From an optimization exercise on the open Yosys and OpenROAD flow, aimed at small area and a short achievable clock period; shortcuts taken in it are not production practice.
At most, simulation tests tie the RTL to the original design; equivalence was not proved.
Only the layout flow was run in run 2; the RTL was not checked for function there.
Power figures rest on the tool's default switching activity, not on a simulated workload.

## flow/design.v (module list and top-level ports; edited modules follow where they fit)
// module pwl_transform_engine: 938 lines
module pwl_transform_engine (
  input  logic        clock,
  input  logic        rst_n,
  input  logic        tbl_wr,
  input  logic [3:0]  tbl_addr,
  input  logic [11:0] tbl_m,
  input  logic [11:0] tbl_c,
  input  logic        cal_begin,
  output logic        cal_busy,
  output logic        cal_valid,
  input  logic        in_valid,
  input  logic [11:0] indata,
  output logic        out_valid,
  output logic [11:0] outdata
);
  // ...
==> flow/flow/run.sh <==
#!/bin/bash
# The standard layout (standard.sh: unchanged synthesis and ORFS steps) with two changes
# to how the layout is made, both set on make's command line:
# - SETUP_SLACK_MARGIN (flow/margin.txt): ORFS's timing repair aims for this much setup slack
#   at the design's clock period;
# - CTS_ARGS (flow/cts_args.txt): clock tree synthesis options (no dummy loads, buffer list).
# make's full output goes to flow_make.log here; ORFS keeps each step's log under orfs/logs/.
set -euo pipefail
MARGIN=$(cat flow/margin.txt)
CTS=$(cat flow/cts_args.txt)
sed "s|^make -C|make SETUP_SLACK_MARGIN=$MARGIN 'CTS_ARGS=$CTS' -C|" standard.sh > standard_own.sh
bash standard_own.sh > flow_make.log 2>&1
==> flow/flow/cts_args.txt <==
-sink_clustering_enable -repair_clock_nets -dont_use_dummy_load -buf_list sky130_fd_sc_hd__clkbuf_8
==> flow/flow/margin.txt <==
6.5
==> flow/standard.sh <==
#!/bin/bash
# synth_recipe.tcl (not shown) runs the flow's synth.tcl, then flattens the netlist and writes it again
# the make line also repeats each setting of config.mk as NAME=value (left out here)
make -C /OpenROAD-flow-scripts/flow DESIGN_CONFIG=/design/flow/config.mk WORK_HOME=/design/flow/orfs CLKGATE_MAP_FILE= SYNTH_SCRIPT=/design/flow/synth_recipe.tcl "${@:-finish}"
==> flow/config.mk <==
export PLATFORM = sky130hd
export DESIGN_NAME = pwl_transform_engine
export DESIGN_NICKNAME = pwl_transform_engine
export VERILOG_FILES = /design/flow/design.v
export SDC_FILE = /design/flow/constraint.sdc
export NUM_CORES = 4
export LEC_CHECK = 0
export ABC_AREA = 1
export CAP_MARGIN = 20
export CORE_MARGIN = 2
export CORE_UTILIZATION = 60
export SLEW_MARGIN = 20
==> flow/constraint.sdc <==
create_clock -name core_clock -period 10.0 [get_ports {clock}]
set_input_delay 2.0000 -clock core_clock [delete_from_list [all_inputs] [get_ports {clock}]]
set_output_delay 2.0000 -clock core_clock [all_outputs]
set_load 0.01 [all_outputs]
==> impl_results.md, run 1 <==
* GR Util met2 at 0.588
* Final min period at between 3 and 4 ns
* First-pass GRT wire length at 291000 um
* Most common cell after layout, fill and taps aside: nand2_1
* Status: timing/DRC/antenna clean
* CORE AREA at approximately 95000 um2
* Hold Crit Depth at 0
* Post-route ant nets at 0
* Post-Route Utilization at 0.676
* Count leader, synth: nand2_1
* Multiplexer share of the synthesized area at 0
* FF-to-FF path depth at 16
* IO Port Bufs at between 50 and 60
* Commonest cells in the netlist: 1215 x nand2_1, 957 x dfxtp_1, 770 x inv_1
* PnR worst setup slack at about 6.4 ns
* Slowest stage cell, crit path: fa_1
* Die area at 98200 um2
* NumNets Final at 6453
* Length of routed wiring on met1 at 79800 um
* Pleak at around 26 nW
* Synth Register Bits at between 1000 and 1500
* Seq area share at 0.506
* WL/cell at approximately 28 um
* Logic pwr share at 0.024
* Routed WL at 206000 um
* M3 GR Usage at 0.130
* Hold endpoint: sr_q[152]
* Met1 Resource Use GR at 0.555
* Switch share at 0.217
* Comb_multi_in at 3567
* Nonclk buf count at ~230
* Worst-Margin Slew at ~1.4 ns
* Hold Crit Start: sr_q[151]
* Sequential Power Share at 0.589
* Highest metal used: met5
* Clkbuf count at 213
* Clk Latency, worst-skew pair at approximately 0.91 ns
* CP most frequent cell: inv_1
* Synth Cell Area at roughly 57000 um2
==> run 2: changes to the inputs <==
--- a/flow/design.v
+++ b/flow/design.v
@@ -8,43 +8,45 @@
   input  logic        cal_begin,
   output logic        cal_busy,
   output logic        cal_valid,
   input  logic        in_valid,
   input  logic [11:0] indata,
   output logic        out_valid,
   output logic [11:0] outdata
 );
-  logic        busy_q, pre_a_q, pre_b_q, pre_c_q, div_q, finm_q, holdm_q, fin_q, hold_q;
+  logic        busy_q, pre_0_q, pre_a_q, pre_b_q, pre_c_q, div_q, finm_q, holdm_q, fin_q, hold_q;
   logic        vm_q, valid_q;
   logic [3:0]  cnt_q, seg_q;
-  logic [15:0] rsel_q;
+  logic [15:0] rsel_q, rsg_q;
   logic        start, seg_end, last_seg, adv, radv;
   assign start    = cal_begin & ~busy_q;
   assign seg_end  = div_q & (cnt_q == 4'd11);
   assign last_seg = seg_q == 4'd14;
   assign adv      = pre_b_q | (div_q & (cnt_q == 4'd10));
-  assign radv     = pre_a_q | (div_q & (cnt_q == 4'd9));
+  assign radv     = pre_0_q | (div_q & (cnt_q == 4'd8));
   always_ff @(posedge clock or negedge rst_n) begin
     if (!rst_n) begin
       busy_q  <= 1'b0;
+      pre_0_q <= 1'b0;
       pre_a_q <= 1'b0;
       pre_b_q <= 1'b0;
       pre_c_q <= 1'b0;
       div_q   <= 1'b0;
       finm_q  <= 1'b0;
       holdm_q <= 1'b1;
       fin_q   <= 1'b0;
       hold_q  <= 1'b1;
       vm_q    <= 1'b0;
       valid_q <= 1'b0;
       cnt_q   <= '0;
       seg_q   <= '0;
     end else begin
-      pre_a_q <= start;
+      pre_0_q <= start;
+      pre_a_q <= pre_0_q;
       pre_b_q <= pre_a_q;
       pre_c_q <= pre_b_q;
       if (pre_c_q)                  div_q <= 1'b1;
       else if (seg_end && last_seg) div_q <= 1'b0;
       finm_q  <= div_q & last_seg & (cnt_q == 4'd10);
       holdm_q <= ~(div_q & last_seg & (cnt_q == 4'd10));
       fin_q   <= finm_q;
       hold_q  <= ~finm_q;
@@ -68,23 +70,24 @@
     if (tbl_wr && !busy_q) begin
       pm_q[tbl_addr] <= tbl_m;
       pc_q[tbl_addr] <= tbl_c;
     end
   end
   always_ff @(posedge clock) begin
     if (start)     rsel_q <= 16'd1;
     else if (radv) rsel_q <= {rsel_q[14:0], rsel_q[15]};
+    rsg_q <= rsel_q & pv_q;
   end
   logic [11:0] rd_m, rd_c, rd_m_q, rd_c_q, pr_m_q, pr_c_q;
   always_comb begin
     rd_m = '0;
     rd_c = '0;
     for (int i = 0; i < 16; i++) begin
-      if (rsel_q[i] && pv_q[i]) begin
+      if (rsg_q[i]) begin
         rd_m = rd_m | pm_q[i];
         rd_c = rd_c | pc_q[i];
       end
     end
   end
   always_ff @(posedge clock) begin
     rd_m_q <= rd_m;
     rd_c_q <= rd_c;
@@ -143,17 +146,18 @@
       am_q[i] <= (pm_q[i] & {12{finm_q & pv_q[i]}}) | (am_q[i] & {12{holdm_q}});
       ac_q[i] <= (pc_q[i] & {12{fin_q & pv_q[i]}}) | (ac_q[i] & {12{hold_q}});
     end
     for (int i = 0; i < 15; i++)
       as_q[i] <= (sr_q[12*(14-i) +: 12] & {12{fin_q}}) | (as_q[i] & {12{hold_q}});
   end
   logic        v1_q, v2_q, v3_q;
   logic [11:0] x_q, m_q;
-  logic [15:0] ge_x, top, sel1, sel_q, sels_q;
+  logic [15:0] ge_x, top, sel1, sel_q;
+  logic        zs_q;
   logic        below;
   logic [11:0] m1;
   function automatic logic ge12(input logic [11:0] a, input logic [11:0] b);
     logic [11:0] g, p;
     logic [5:0]  g1, p1;
     logic [2:0]  g2, p2;
     g = a & ~b;
     p = a | ~b;
@@ -191,35 +195,35 @@
     for (int g = 0; g < 4; g++) m1 = m1 | (mg[g] & {12{gtop[g]}});
     for (int i = 0; i < 16; i++) top[i] = lt[i] & gtop[i/4];
     for (int i = 0; i < 16; i++) sel1[i] = vm_q & (below ? (i == 0) : top[i]);
   end
   always_ff @(posedge clock) begin
     x_q   <= indata;
     m_q   <= m1;
     sel_q <= sel1;
-    sels_q <= sel1 & {16{ge_x[0]}};
+    zs_q  <= below;
   end
   logic [11:0] off, c_sel, s_sel;
   logic [10:0] mag;
   logic        sgn;
   logic [12:0] pp0, pp1, pp2, pp3, pp4, pp5;
   logic        bo0, bo1, bo2, bo3, bo4, bo5, bt0, bt1, bt2, bt3, bt4, bt5;
   logic        bn0, bn1, bn2, bn3, bn4, bn5;
   logic [24:0] row0, row1, row2;
   logic [11:0] tlow;
   logic        c12, hz0, hz1, hn0, hn1;
   always_comb begin
     c_sel = '0;
     s_sel = '0;
     for (int i = 0; i < 16; i++) c_sel = c_sel | (ac_q[i] & {12{sel_q[i]}});
-    for (int i = 0; i < 15; i++) s_sel = s_sel | (as_q[i] & {12{sels_q[i]}});
+    for (int i = 0; i < 15; i++) s_sel = s_sel | (as_q[i] & {12{sel_q[i]}});
   end
-  assign mag = s_sel[10:0];
-  assign sgn = s_sel[11];
+  assign mag = s_sel[10:0] & {11{~zs_q}};
+  assign sgn = s_sel[11] & ~zs_q;
   logic sop0, sop1, sop2, sop3, sop4, sop5, sop6, sop7,
         sop8, sop9, sop10, sop11, sog0, sog1, sog2, sog3,
         sog4, sog5, sog6, sog7, sog8, sog9, sog10, sog11,
         soG0i, soG0_1, soG0_2, soP0_2, soG0_3, soP0_3, soG0_4, soP0_4,
         soG0_5, soP0_5, soG0_6, soP0_6, soG0_7, soP0_7, soG0_8, soP0_8,
         soG0_9, soP0_9, soG0_10, soP0_10, soG0_11, soP0_11, soG1_2, soG1_3,
         soG1_4, soP1_4, soG1_5, soP1_5, soG1_6, soP1_6, soG1_7, soP1_7,
         soG1_8, soP1_8, soG1_9, soP1_9, soG1_10, soP1_10, soG1_11, soP1_11,
==> run 2 against run 1 <==
Still clean on timing, DRC and antenna. Highest routed layer unchanged. Sequential power is essentially flat. Flip-flop and latch count grew 3. Critical path depth shrank 11. Maximum frequency shrank 3.0%. Non-clock buffer count grew 104. Worst setup slack lost 0.11 ns. Final area grew 2.6%. Largest cell class unchanged. Via count grew 2.8%. Critical path type unchanged. Largest power group unchanged. Global-route usage grew 1.2 points. Clock-buffer cell count is the same.
==> impl_results.md, run 2 <==
* DRC Markers at 0 (unchanged)
* Most common cell after layout, fill and taps aside: nand2_1 (unchanged)
* Place WS at 4.64 ns (was 4.15 ns)
* Top cell type's share of synthesized area at 0.332 (was 0.334)
* Skew final at 0.149 ns (was 0.112 ns)
* Initial cell density of the core at 0.607 (was 0.605)
* Reg2reg start: rsg_q[1] (was m_q[4])
* Routed WL at 213000 um (was 206000 um)
* Worst-Margin Slew at 1.20 ns (was 1.40 ns)
* Max cap viols at 0 (unchanged)
* Switch share at 0.216 (was 0.217)
* Final HPWL from detailed placement at 139000 um (was 135000 um)
* Avg Vias per Cell at 6.39 (was 6.32)
* Worst path required time at 10.56 ns (was 10.69 ns)
* Clock root cell: clkbuf_8 (unchanged)
* Iteration-0 DRC Markers at 7144 (was 7113)
* PnR worst setup slack at 6.31 ns (was 6.42 ns)
* Pwr Total at 9.95 mW (about the same)
* Slowest stage cell, crit path: a2111oi_1 (was fa_1)
* Hold endpoint: sr_q[116] (was sr_q[152])
* Synth Register Bits at 1407 (was 1404)
* Crit Path Category: flop to flop (unchanged)
* Worst setup EP type: flop (unchanged)
* Worst-path clk slew at 0.06 ns (about the same)
* Fin. Hold Viols at 0 (unchanged)
* Die Wd at 314 um (was 313 um)
* Largest net degree at the start of global routing at 104 (was 246)
* Total negative slack at 0 ns (unchanged)
* First-pass GRT wire length at 302000 um (was 291000 um)
* Final min period at 3.69 ns (was 3.58 ns)
* Clock Path Buffers at 3 (unchanged)
* Post-synth EDFFs at 409 (unchanged)
* Fin Hold WS at 0.332 ns (was 0.289 ns)
* Site Rows at 113 (unchanged)
* R2R Path End: rd_m_q[6] (was r2_q[11])
* Synth Cell Area at 57800 um2 (was 57400 um2)
* # IOs at 60 (unchanged)
* Post-Route Utilization at 0.691 (was 0.676)
* CP top delay family: compound AO/OA/AOI/OAI gates (was adder cells)
* M3 GR Usage at 0.131 (was 0.130)
* Gpl congestion at 1.01 (was 1.02)
* Die area at 98900 um2 (was 98200 um2)
* RSZ-0062 raised after global routing: yes (unchanged)
* NumNets Final at 6585 (was 6453)
* Clock power frac at 0.388 (was 0.387)
* Num CTS Buffers at 213 (unchanged)
* H-tree levels at 4 (unchanged)
* GR Util met2 at 0.601 (was 0.588)
* PD cells at 151 nW/um2 (was 155 nW/um2)
* Post-synth ARST share at 0.0277 (was 0.0271)
* Overall Global Routing Usage at 0.420 (was 0.408)
* Synth cell types at 70 (was 66)
* CP bufs+invs at 2 (was 4)
* Critical-path maximum fanout at 11 (was 7)
* WL/cell at 27.9 um (was 27.5 um)
* Crit-path cells: clkinv_1 -> buf_4 -> o221ai_1 -> a2111oi_1 -> o2111ai_1 (was inv_1 -> ha_4 -> inv_1 -> o21ai_0 -> nand3_1 -> nand3_4 -> a21oi_1 -> or2_2 -> nand2_4 -> clkinvlp_4 -> nand2_2 -> nand2_1 -> xor2_1 -> fa_1 -> inv_1 -> fa_1)
* Commonest cells in the netlist: 1251 x nand2_1, 959 x dfxtp_1, 698 x inv_1 (was 1215 x nand2_1, 957 x dfxtp_1, 770 x inv_1)
* GRT overflow at 0 (unchanged)
* Leading area contributor after synthesis: dfxtp_1 (unchanged)
* Placed instance area at 59600 um2 (was 59100 um2)
* Crit path launch type: flop (unchanged)
* Final Cycle Share at 0.369 (was 0.358)
* CTS tree: yes (unchanged)
* Logic pwr share at 0.021 (was 0.024)
* Post-route ant nets at 0 (unchanged)
* Fin. max-slew vios at 0 (unchanged)
* Met1 Resource Use GR at 0.562 (was 0.555)
* Hold Crit Depth at 0 (unchanged)
* Synthesis-to-layout area growth at 13.8% (was 11.7%)
* Hold Path Class: flop to flop (unchanged)
* Syn Nets at 6337 (was 6276)
* Vias at 48708 (was 47373)
* CTS Hold Buffers Added at 0 (unchanged)
* Clk Latency, worst-skew pair at 0.92 ns (was 0.91 ns)
* Status: timing/DRC/antenna clean (unchanged)
* Placed insts at 7208 (was 7157)
* Sequential Power Share at 0.590 (was 0.589)
* Fraction of layout cells with a size suffix above 1 at 0.127 (was 0.104)
* Worst VDD drop at 140 uV (was 134 uV)
* CP arrival at 4.24 ns (was 4.27 ns)
* CP peak stage delay at 0.91 ns (was 0.55 ns)
* NetSw at 2.15 mW (was 2.16 mW)
* Setup violators final at 0 (unchanged)
* Vias in the first global route at 45428 (was 44115)
* FF-to-FF path depth at 5 (was 16)
* CORE AREA at 95300 um2 (was 94900 um2)
* Clock sink count at 1407 (was 1404)
* Syn Area/Cell at 9.48 um2 (was 9.51 um2)
* Design area at 65800 um2 (was 64200 um2)
* Peak Freq at 271 MHz (was 280 MHz)
* Height of the chip at 314 um (was 313 um)
* Max-slew headroom at 0.202 (was 0.0641)
* Grt peak-use layer: met2 (unchanged)
* Post-Layout Cell Count at 7622 (was 7498)
* Pleak at 26.5 nW (was 26.4 nW)
* Synth Instances at 6102 (was 6041)
* Internal power at 7.80 mW (was 7.79 mW)
* FF-to-FF setup slack at 6.31 ns (was 6.42 ns)
* IO Port Bufs at 59 (unchanged)
* Top cells by area, synth: dfxtp_1 33%, edfxtp_1 21%, nand2_1 8.1%, inv_1 4.5%, nand3_1 3.7% (was dfxtp_1 33%, edfxtp_1 21%, nand2_1 7.9%, inv_1 5.0%, o21ai_0 3.5%)
* Drt pass-1 iters at 8 (was 6)
* Hold Crit Start: sr_q[115] (was sr_q[151])
* Initial antenna violation count at 12 (was 16)
* Ys Warns at 5 (unchanged)
* Top_reg_cell synth: dfxtp_1 (unchanged)
* Commonest non-fill, non-tap cells in the layout: 1218 x nand2_1, 951 x dfxtp_1, 668 x inv_1 (was 1177 x nand2_1, 938 x dfxtp_1, 754 x inv_1)
* Seq/Total Area, Yosys at 0.561 (was 0.564)
* Count leader, synth: nand2_1 (unchanged)
## run 2: changes by cell type after synthesis, sizes merged, moves of 19 or more
cell	delta
inv	-78
xor2	-30
a22o	-19
a221oi	+30
a32o	+59
nand2	+33
nand3	+76
o22ai	-67
nor2	+40
## run 2: kinds of logic (layout without fill, tap and decap cells)
kind of cell | after synthesis | count (layout) | share of synthesized area
adder cells (fa/ha/maj) | 190 | 190 | 0.0495
other | 0 | 9 | 0
AO/OA/AOI/OAI | 1314 | 1314 | 0.154
multiplexers | 1 | 1 | 0.000195
AND/OR/NAND/NOR | 2052 | 2056 | 0.149
XOR/XNOR | 111 | 111 | 0.0168
buffers and inverters | 1027 | 1269 | 0.0696
flip-flops | 1407 | 1407 | 0.561
## run 2: final cells by class
class | count | area [um2]
Multi-Input combinational cell | 3672 | 22600
Inverter | 718 | 2900
Antenna cell | 9 | 22.5
Clock buffer | 213 | 2930
Tap cell | 1265 | 1580
Timing Repair inverter | 7 | 58.8
Fill cell | 7556 | 29500
Sequential cell | 1407 | 32500
Timing Repair Buffer | 331 | 3250
## run 2: how the worst max path moves through the flow
stage,from,depth (start not counted),end
finish,rsg_q[1],5,rd_m_q[6]
global route,x_q[0],19,r2_q[12]
CTS,indata[7],14,sel_q[10]
detailed placement,indata[11],16,m_q[11]
global placement,indata[11],12,m_q[4]
floorplan,tbl_addr[0],4,pc_q[12][0]
## run 2: metal layers
metal / vias to the layer above / part of all wire
met2: 3528 / 0.41
met3: 744 / 0.14
met4: 8 / 0.066
li1: 21375 / -
met1: 23053 / 0.38
met5: - / 0.00024
## run 2: worst register-to-register path, cell delays in order, from the launching register on
cell	delay, ns
dfxtp_1	0.68
clkinv_1	0.45
buf_4	0.39
o221ai_1	0.24
a2111oi_1	0.91
o2111ai_1	0.69
## run 2: what timing repair did
action	in CTS	in global routing
gates resized for setup	264	200
hold endpoints to repair	0	0
gates cloned	15	6
pin swaps	32	54
setup buffers	93	76
endpoints found under the setup margin	195	112
## run 2: power by group through the flow
stage | sequential [mW] | clock [mW] | combinational (mW)
2_1_floorplan | 5.99 | 0 | 0.0745
3_3_place_gp | 5.99 | 0 | 0.155
3_5_place_dp | 5.99 | 0 | 0.156
4_1_cts | 5.87 | 3.87 | 0.185
5_1_grt | 5.87 | 4.11 | 0.220
6_report | 5.87 | 3.86 | 0.214

==> what the ideal ports hide <==
How much do the figures lean on ideal ports? The routed layouts below were timed once more, with nothing changed but the port constraints. Step 1 sets driving cells, clkbuf_16 on the clock port and buf_2 on the other inputs (assumed; they add their load-dependent delay and slew). Step 2 times the ports against the registers' clock, not the clock port: input delays grow and output delays shrink by t, the midpoint of the rising clock arrivals with the driver on. a / b / c = ideal / step 1 / step 2; a / b = the first two.
run | t, ns | setup slack, ns | hold WS [ns] | slew at the worst register clock pin (ns) | pins driven straight from the clock port
run 1 | 0.938 | 6.424 / 6.424 / 5.612 | 0.289 / 0.289 / 0.289 | 0.07 / 0.07 | 1
run 2 | 0.918 | 6.313 / 6.313 / 5.716 | 0.332 / 0.332 / 0.332 | 0.07 / 0.07 | 1
After both steps every run listed still meets setup and hold. For run 1, which loses most, drivers alone change the setup slack by 0.000 ns; drivers and shift together by -0.812 ns.
